This design comes from an exercise in tuning for small area, a short achievable clock period and few clock cycles on the open sky130 flow, not from production work. Function was checked by simulation only, so behaviour that the tests miss may differ from the original. No activity file was given, so power comes from the tool's default toggle rates.

==> design.v <==
package fbfl_pkg;
  localparam int COUNT_W  = 9;
  localparam int BYTES_W  = 13;
  localparam int INDEX_W  = 8;
  localparam int OFFSET_W = 20;
  typedef logic [1:0]          status_t;
  typedef logic [0:0]          op_t;
  typedef logic [0:0]          cfg_index_t;
  typedef logic [COUNT_W-1:0]  count_t;
  typedef logic [BYTES_W-1:0]  bytes_t;
  typedef logic [INDEX_W-1:0]  index_t;
  typedef logic [OFFSET_W-1:0] offset_t;
  localparam status_t STATUS_OK    = 2'd0;
  localparam status_t STATUS_EMPTY = 2'd1;
  localparam status_t STATUS_RANGE = 2'd2;
  localparam op_t OP_ALLOC = 1'b0;
  localparam op_t OP_FREE  = 1'b1;
  localparam cfg_index_t CFG_BLOCK_COUNT = 1'b0;
  localparam cfg_index_t CFG_BLOCK_BYTES = 1'b1;
  localparam count_t RESET_COUNT_MAX = 9'd256;
  localparam bytes_t RESET_BYTES     = 13'd8;
endpackage
module fixed_block_free_list_allocator #(
  parameter int MAX_BLOCKS  = 256,
  parameter int ALIGN_BYTES = 8
) (
  input  logic                 clk,
  input  logic                 rst,
  input  logic                 cfg_write,
  input  fbfl_pkg::cfg_index_t cfg_index,
  input  fbfl_pkg::bytes_t     cfg_data,
  input  logic                 in_valid,
  output logic                 in_stall,
  input  fbfl_pkg::op_t        op,
  input  fbfl_pkg::index_t     block_index,
  output logic                 out_valid,
  input  logic                 out_stall,
  output fbfl_pkg::status_t    status,
  output fbfl_pkg::index_t     granted_index,
  output fbfl_pkg::offset_t    byte_offset,
  output fbfl_pkg::count_t     free_count
);
  localparam int IW = $clog2(MAX_BLOCKS);
  localparam int CW = ((IW > fbfl_pkg::COUNT_W) ? IW : fbfl_pkg::COUNT_W) + 1;
  localparam int XW = fbfl_pkg::BYTES_W + 1;
  localparam int MW = 21;
  localparam int RECIP_SHIFT = 20;
  localparam logic [MW-1:0] ALIGN_RECIP = MW'((1 << RECIP_SHIFT) / ALIGN_BYTES);
  localparam int QW = XW + 7;
  localparam int OW = (IW + XW > fbfl_pkg::OFFSET_W) ? IW + XW : fbfl_pkg::OFFSET_W;
  localparam fbfl_pkg::count_t RESET_COUNT = (MAX_BLOCKS > 256) ? fbfl_pkg::RESET_COUNT_MAX
                                                      : fbfl_pkg::COUNT_W'(MAX_BLOCKS);
  localparam fbfl_pkg::count_t COUNT_CLAMP = (MAX_BLOCKS > 511) ? 9'd511 : fbfl_pkg::COUNT_W'(MAX_BLOCKS);
  localparam logic [1:0] ST_SWEEP  = 2'd0;
  localparam logic [1:0] ST_IDLE   = 2'd1;
  localparam logic [1:0] ST_ALLOC  = 2'd2;
  localparam logic [1:0] ST_FINISH = 2'd3;
  logic [1:0]       state;
  fbfl_pkg::count_t           block_count;
  fbfl_pkg::bytes_t           block_bytes;
  logic [1:0]       settle;
  logic [XW+MW-1:0] mult_prod;
  logic [XW-1:0]    aligned;
  logic             head_end;
  logic [IW-1:0]    head_idx;
  fbfl_pkg::count_t           free_counter;
  logic [IW-1:0]    sweep_idx;
  logic [IW:0]      link_mem [MAX_BLOCKS];
  logic [IW:0]      rdata;
  fbfl_pkg::status_t          pend_status;
  fbfl_pkg::index_t           pend_index;
  fbfl_pkg::offset_t          pend_offset;
  fbfl_pkg::count_t           pend_count;
  logic             accept;
  logic             slot_free;
  logic             idx_ok;
  fbfl_pkg::count_t           cnt_inc;
  fbfl_pkg::count_t           cnt_dec;
  logic [CW-1:0]    head_ext;
  logic [OW-1:0]    off_prod;
  logic [CW-1:0]    sweep_next;
  logic             sweep_last;
  logic [IW:0]      sweep_link;
  logic             wr_en;
  logic [IW-1:0]    wr_addr;
  logic [IW:0]      wr_data;
  logic             rd_en;
  logic [XW-1:0]    round_x;
  logic [XW-1:0]    q0;
  logic [QW-1:0]    qa_full;
  logic [XW-1:0]    qa;
  logic [XW-1:0]    rem;
  fbfl_pkg::count_t           count_wr;
  logic             res_ready;
  fbfl_pkg::status_t          res_status;
  fbfl_pkg::index_t           res_index;
  fbfl_pkg::offset_t          res_offset;
  fbfl_pkg::count_t           res_count;
  assign in_stall  = (state != ST_IDLE) || (settle != 2'd0);
  assign accept    = in_valid && !in_stall;
  assign slot_free = !out_valid || !out_stall;
  assign idx_ok    = ({1'b0, block_index} < block_count);
  assign cnt_inc   = (free_counter < block_count) ? free_counter + 9'd1 : free_counter;
  assign cnt_dec   = (free_counter != '0) ? free_counter - 9'd1 : free_counter;
  assign head_ext  = CW'(head_idx);
  assign off_prod  = OW'(head_idx) * OW'(aligned);
  assign sweep_next = CW'(sweep_idx) + CW'(1);
  assign sweep_last = (sweep_next >= CW'(block_count));
  assign sweep_link = sweep_last ? {1'b1, IW'(0)} : {1'b0, sweep_next[IW-1:0]};
  assign wr_en   = (state == ST_SWEEP) ||
                   ((state == ST_IDLE) && accept && (op == fbfl_pkg::OP_FREE) && idx_ok);
  assign wr_addr = (state == ST_SWEEP) ? sweep_idx : IW'(block_index);
  assign wr_data = (state == ST_SWEEP) ? sweep_link : {head_end, head_idx};
  assign rd_en   = (state == ST_IDLE) && accept && (op == fbfl_pkg::OP_ALLOC) && !head_end;
  assign round_x = XW'(block_bytes) + XW'(ALIGN_BYTES - 1);
  assign q0      = mult_prod[RECIP_SHIFT +: XW];
  assign qa_full = QW'(q0) * QW'(ALIGN_BYTES);
  assign qa      = qa_full[XW-1:0];
  assign rem     = round_x - qa;
  always_comb begin
    count_wr = cfg_data[fbfl_pkg::COUNT_W-1:0];
    if (count_wr == '0) begin
      count_wr = 9'd1;
    end else if (CW'(count_wr) > CW'(COUNT_CLAMP)) begin
      count_wr = COUNT_CLAMP;
    end
  end
  always_comb begin
    res_ready  = 1'b0;
    res_status = fbfl_pkg::STATUS_OK;
    res_index  = '0;
    res_offset = '0;
    res_count  = free_counter;
    if ((state == ST_IDLE) && accept) begin
      if (op == fbfl_pkg::OP_FREE) begin
        res_ready  = 1'b1;
        res_status = idx_ok ? fbfl_pkg::STATUS_OK : fbfl_pkg::STATUS_RANGE;
        res_count  = idx_ok ? cnt_inc : free_counter;
      end else if (head_end) begin
        res_ready  = 1'b1;
        res_status = fbfl_pkg::STATUS_EMPTY;
      end
    end else if (state == ST_ALLOC) begin
      res_ready  = 1'b1;
      res_index  = pend_index;
      res_offset = pend_offset;
      res_count  = cnt_dec;
    end
  end
  always_ff @(posedge clk) begin
    if (wr_en) begin
      link_mem[wr_addr] <= wr_data;
    end
  end
  always_ff @(posedge clk) begin
    if (rd_en) begin
      rdata <= link_mem[head_idx];
    end
  end
  always_ff @(posedge clk) begin
    mult_prod <= (XW + MW)'(round_x) * (XW + MW)'(ALIGN_RECIP);
    aligned   <= (rem >= XW'(ALIGN_BYTES)) ? qa + XW'(ALIGN_BYTES) : qa;
  end
  always_ff @(posedge clk) begin
    if (rst) begin
      state        <= ST_SWEEP;
      sweep_idx    <= '0;
      block_count  <= RESET_COUNT;
      block_bytes  <= fbfl_pkg::RESET_BYTES;
      settle       <= 2'd2;
      out_valid    <= 1'b0;
      head_end     <= 1'b1;
      head_idx     <= '0;
      free_counter <= '0;
    end else begin
      if (settle != 2'd0) begin
        settle <= settle - 2'd1;
      end
      if (out_valid && !out_stall) begin
        out_valid <= 1'b0;
      end
      case (state)
        ST_SWEEP: begin
          if (sweep_last) begin
            state        <= ST_IDLE;
            head_end     <= 1'b0;
            head_idx     <= '0;
            free_counter <= block_count;
          end else begin
            sweep_idx <= sweep_next[IW-1:0];
          end
        end
        ST_IDLE: begin
          if (accept) begin
            if (op == fbfl_pkg::OP_FREE) begin
              if (idx_ok) begin
                head_idx     <= IW'(block_index);
                head_end     <= 1'b0;
                free_counter <= cnt_inc;
              end
            end else if (!head_end) begin
              state <= ST_ALLOC;
            end
          end
        end
        ST_ALLOC: begin
          head_end     <= rdata[IW];
          head_idx     <= rdata[IW-1:0];
          free_counter <= cnt_dec;
          state        <= ST_IDLE;
        end
        ST_FINISH: begin
          if (slot_free) begin
            out_valid <= 1'b1;
            state     <= ST_IDLE;
          end
        end
        default: begin
          state <= ST_IDLE;
        end
      endcase
      if (res_ready) begin
        if (slot_free) begin
          out_valid <= 1'b1;
        end else begin
          state <= ST_FINISH;
        end
      end
      if (cfg_write) begin
        case (cfg_index)
          fbfl_pkg::CFG_BLOCK_COUNT: begin
            block_count <= count_wr;
            sweep_idx   <= '0;
            state       <= ST_SWEEP;
          end
          fbfl_pkg::CFG_BLOCK_BYTES: begin
            block_bytes <= cfg_data;
            settle      <= 2'd2;
          end
          default: begin
            block_bytes <= block_bytes;
          end
        endcase
      end
    end
  end
  always_ff @(posedge clk) begin
    if (rd_en) begin
      pend_index  <= head_ext[fbfl_pkg::INDEX_W-1:0];
      pend_offset <= off_prod[fbfl_pkg::OFFSET_W-1:0];
    end
    if (res_ready && !slot_free) begin
      pend_status <= res_status;
      pend_index  <= res_index;
      pend_offset <= res_offset;
      pend_count  <= res_count;
    end
    if (res_ready && slot_free) begin
      status        <= res_status;
      granted_index <= res_index;
      byte_offset   <= res_offset;
      free_count    <= res_count;
    end else if ((state == ST_FINISH) && slot_free) begin
      status        <= pend_status;
      granted_index <= pend_index;
      byte_offset   <= pend_offset;
      free_count    <= pend_count;
    end
  end
endmodule
==> run.sh <==
#!/bin/bash
# synth_recipe.tcl (not shown) runs the flow's synth.tcl, then flattens the netlist and writes it again
# the make line also repeats each setting of config.mk as NAME=value (left out here)
make -C /OpenROAD-flow-scripts/flow DESIGN_CONFIG=/design/flow/config.mk WORK_HOME=/design/flow/orfs CLKGATE_MAP_FILE= SYNTH_SCRIPT=/design/flow/synth_recipe.tcl finish
==> config.mk <==
export PLATFORM = sky130hd
export DESIGN_NAME = fixed_block_free_list_allocator
export DESIGN_NICKNAME = fixed_block_free_list_allocator
export VERILOG_FILES = /design/flow/design.v
export SDC_FILE = /design/flow/constraint.sdc
export NUM_CORES = 4
export LEC_CHECK = 0
export CAP_MARGIN = 20
export CORE_MARGIN = 2
export CORE_UTILIZATION = 40
export SLEW_MARGIN = 20
==> constraint.sdc <==
create_clock -name core_clock -period 5.0 [get_ports {clk}]
set_input_delay 1.0000 -clock core_clock [delete_from_list [all_inputs] [get_ports {clk}]]
set_output_delay 1.0000 -clock core_clock [all_outputs]
set_load 0.01 [all_outputs]
==> impl_metrics.py <==
metrics = {
    "hold_path": {
        "hold_depth": 1,
        "min_to": "settle[0]",
        "hp-class": "reg2reg",
        "hp-start": "settle[0]",
    },
    "route": {
        "routed_wl_um": 242000,
        "ant_nets": 0,
        "wl_per_cell_um": 27.4,
        "drt_iter0_markers": 5361,
        "drc_errors": 0,
        "num_vias": 49100,
        "via_per_inst": 5.57,
        "first_pass_iters": 5,
    },
    "yosys": {
        "synth_seq_area_share_pct": 73.6,
        "yosys-top-cells-count": "edfxtp_1, mux4_2, nor2_1",
        "async_reset_ff_share_pct": 0,
        "syn_area_per_cell_um2": 20.8,
        "synth_area_leaders": "edfxtp_1, mux4_2, dfxtp_1, nor2_1, fa_1",
        "synth.distinct_cells": 73,
        "synth_enable_flop_cells": 2391,
        "netlist_area_um2": 99600,
        "synth_nets": 4936,
        "ys_ff_latch": 2466,
        "synth_top_area_cell": "edfxtp_1",
        "yosysMostFrequentCell": "edfxtp_1",
        "yosysTopAreaCellShare_pct": 72.1,
        "ys.warnings.count": 1,
        "syn-instance-count": 4778,
        "ys_dominant_reg_cell": "edfxtp_1",
    },
    "die": {
        "fp.dieW_um": 503,
        "die_y_um": 503,
        "rows": 183,
        "start_util_pct": 40.1,
        "coreArea_um2": 248000,
        "die_area_um2": 253000,
        "io_pins": 69,
    },
    "worst_setup_path": {
        "max_stage_delay_ns": 0.53,
        "critPathRequiredTime_ns": 5.75,
        "startpoint_type": "flop",
        "path_buf_inv": 4,
        "cp_cell_sequence": "and2_1, fa_1, inv_1, fa_1, inv_1, fa_1, inv_1, fa_1, inv_1, ha_1, nor2b_1, a31o_2, a41o_1, o211a_1, or3b_2, a31oi_1",
        "arrival_ns": 5.49,
        "rr_endpoint": "pend_offset[19]",
        "critPathMaxFanout": 13,
        "rr_worst_depth": 16,
        "r2r_start": "head_idx[2]",
        "crit_family": "adder cells",
        "path_class": "reg2reg",
        "end_kind": "flop",
        "slowest_stage": "fa_1",
        "r2r_slack_ns": 0.25,
    },
    "place": {
        "io_buffers": 68,
        "routabilityCongestion": 0.841,
        "hpwl_um": 150000,
        "placedCellCount": 8348,
        "post-place-ws_ns": 0.0115,
    },
    "finish": {
        "drive_above_1_share_pct": 29.8,
        "final_util_pct": 46.8,
        "final_cells": 8819,
        "final_nets": 5454,
        "area_growth_pct": 16.7,
        "fillers": 20400,
    },
    "clock_tree": {
        "hold_buffers": 0,
        "clkTransAtPathRegs_ns": 0.06,
        "cts_sinks": 2466,
        "cts_buffers": 276,
        "cts_tree": "built",
        "htree_levels": 5,
        "cts_max_path_buffers": 4,
        "cts_root_buf": "clkbuf_16",
        "insertion_delay_ns": 0.93,
    },
    "sta": {
        "hold_viol_final": 0,
        "slew_headroom_pct": 23.0,
        "slew_violations": 0,
        "max_freq_ghz": 0.211,
        "setup_ws_ns": 0.252,
        "rsz0062_at_grt": "false",
        "worstMarginPinSlew_ns": 1.14,
        "fin_crit_ns": 4.75,
        "finalClockSkew_ns": 0.0618,
        "whs_ns": 0.451,
        "period_share_pct": 95.0,
        "setup_viol": 0,
    },
    "power_and_ir_drop": {
        "p_leak_nw": 37.4,
        "power_mw": 44.4,
        "p_switching_mw": 9.16,
        "p_int_mw": 35.2,
        "switching_share_pct": 20.6,
        "p_comb_share_pct": 3.7,
        "ir_worst_vdd_v": 0.000297,
        "power.density_nw_per_um2": 382,
        "power.share.clock_pct": 44.4,
        "power.share.sequential_pct": 51.9,
    },
    "global_route": {
        "antenna_found_initial": 13,
        "grt_max_degree": 153,
        "grt_first_pass_wirelength_um": 356000,
        "grt_pass1_vias": 50200,
        "grt.total_usage_pct": 19.2,
        "grt_overflow": 0,
    },
    "run_status": {
        "status": "finished clean",
    },
    "flow_run": {
        "cap_violations": 0,
    },
}
area by class of cell:
type | count | area [um^2] | area share (%)
Antenna cell | 8 | 20.0 | 0.0172
Clock buffer | 332 | 7360 | 6.33
Clock inverter | 131 | 1330 | 1.14
Inverter | 124 | 477 | 0.410
Multi-Input combinational cell | 1920 | 25000 | 21.5
Sequential cell | 2466 | 73300 | 63.1
Tap cell | 3330 | 4170 | 3.58
Timing Repair Buffer | 508 | 4610 | 3.96
kinds of logic (layout without fill, tap and decap cells):
group / count (synthesis) / in the layout / synth area share, %
XOR/XNOR: 57 / 57 / 0.516
AND/OR/NAND/NOR: 694 / 694 / 3.19
other: 0 / 8 / 0
AO/OA/AOI/OAI: 266 / 266 / 1.80
multiplexers: 773 / 773 / 17.3
flip-flops: 2466 / 2466 / 73.6
buffers and inverters: 392 / 1095 / 1.58
adder cells (fa/ha/maj): 130 / 130 / 2.04
registers in the layout (all words and copies together) (netlist names):
signal	flops
pend_status	2
pend_offset	20
granted_index	8
mult_prod	11
link_mem	2304
block_bytes	13
head_end	1
sweep_idx	8
pend_index	8
pend_count	9
head_idx	8
byte_offset	20
out_valid	1
block_count	9
status	2
rdata	9
free_counter	9
settle	2
free_count	9
state	2
aligned	11
stage by stage:
stage / instance area, um^2 / TNS, ns
after floorplan: 99800 / -207.17
after global placement: 108000 / 0
after detailed placement: 108000 / 0
after CTS: 116000 / 0
after global routing: 116000 / 0
final: 116000 / 0
worst max-delay path by stage:
stage / start / to / slack [ns] / cells past startpoint
6_report: head_idx[2] / pend_offset[19] / 0.25 / 16
5_1_grt: aligned[9] / pend_offset[19] / 0.004 / 15
4_1_cts: aligned[10] / pend_offset[19] / 0.19 / 16
3_5_place_dp: block_index[1] / link_mem[148][5] / 0.01 / 11
3_3_place_gp: block_index[1] / link_mem[52][0] / 0.09 / 11
2_1_floorplan: head_idx[2] / pend_offset[19] / -0.25 / 17
worst register-to-register path, delay by kind of cell, from the launching register on:
family | cells | cell delay [ns]
adders and majority gates | 5 | 2.37
buffers and inverters | 4 | 0.20
AOI/OAI and AO/OA | 4 | 0.86
DFF | 1 | 0.39
and+or+nand+nor | 3 | 0.78
metal layers:
| metal | wire (um) | track usage (%) | vias up |
|---|---|---|---|
| met4 | 5290 | 4.72 | 8 |
| met1 | 101000 | 26.9 | 26300 |
| met5 | 66 | 0 | - |
| met3 | 17400 | 3.53 | 339 |
| li1 | - | - | 20700 |
| met2 | 118000 | 31.2 | 1788 |
what timing repair did:
action	4_1_cts	5_1_grt
resized for setup	0	1
setup endpoints to repair	0	1
setup buffers	0	0
power groups by stage:
stage	Clock [mW]	Sequential (mW)	Combinational [mW]
floorplan	0	23.5	0.749
global placement	0	23.5	1.62
detailed placement	0	23.5	1.65
CTS	20.1	23.0	1.65
global route	20.9	23.0	1.76
finish	19.7	23.0	1.65
layout by cell type, fill, tap and decap left out, drive strengths merged, types with 6 or more instances in the layout:
cell type      netlist  final
o21a                 7      7
nand3               46     46
a21o                16     16
a21oi               65     65
clkinv               2     93
fa                  54     54
clkinvlp             0      8
nor3                13     13
mux4               756    756
o211ai               8      8
dfxtp               75     75
nand4               10     10
or3                 15     15
inv                122    127
nand2              160    160
and3                18     18
buf                 87    440
edfxtp            2391   2391
xor2                16     16
o32ai                7      7
nand2b               6      6
clkbuf             181    332
a32o                 7      7
ha                  76     76
diode                0      8
o21ai               47     47
a31oi                9      9
o22ai                9      9
mux2                13     13
bufinv               0     27
clkdlybuf4s50        0     68
nor2               293    293
a22oi               29     29
xnor2               40     40
and2               105    105
a211oi              13     13
Testbench counts, summed over its fixed seeds: cycles 31,599.

[static timing again, ports no longer ideal]
No port has a modelled driver above. Below, the same layout with a new extraction and two added sets of constraints.
Step 1: set_driving_cell puts a clkbuf_16 on clk and a buf_2 on each other input, an assumption about the parent block.
Step 2 adds t to the input delays and takes it off the output delays; t is the mean of the earliest and latest rising clock arrival at the registers after step 1. Input paths then give back, and output paths get back, about the clock's delay inside the block.
Three values: no drivers, after step 1, after step 2; two values: the first two.
t (ns): 0.990
setup WS [ns]: 0.252 / 0.252 / -0.191
clock arrival spread, ns: 0.062 / 0.062
Met with ideal ports but missed after step 2: setup timing in this run. For this run, drivers alone change the setup slack by 0.000 ns; drivers and shift together by -0.443 ns.
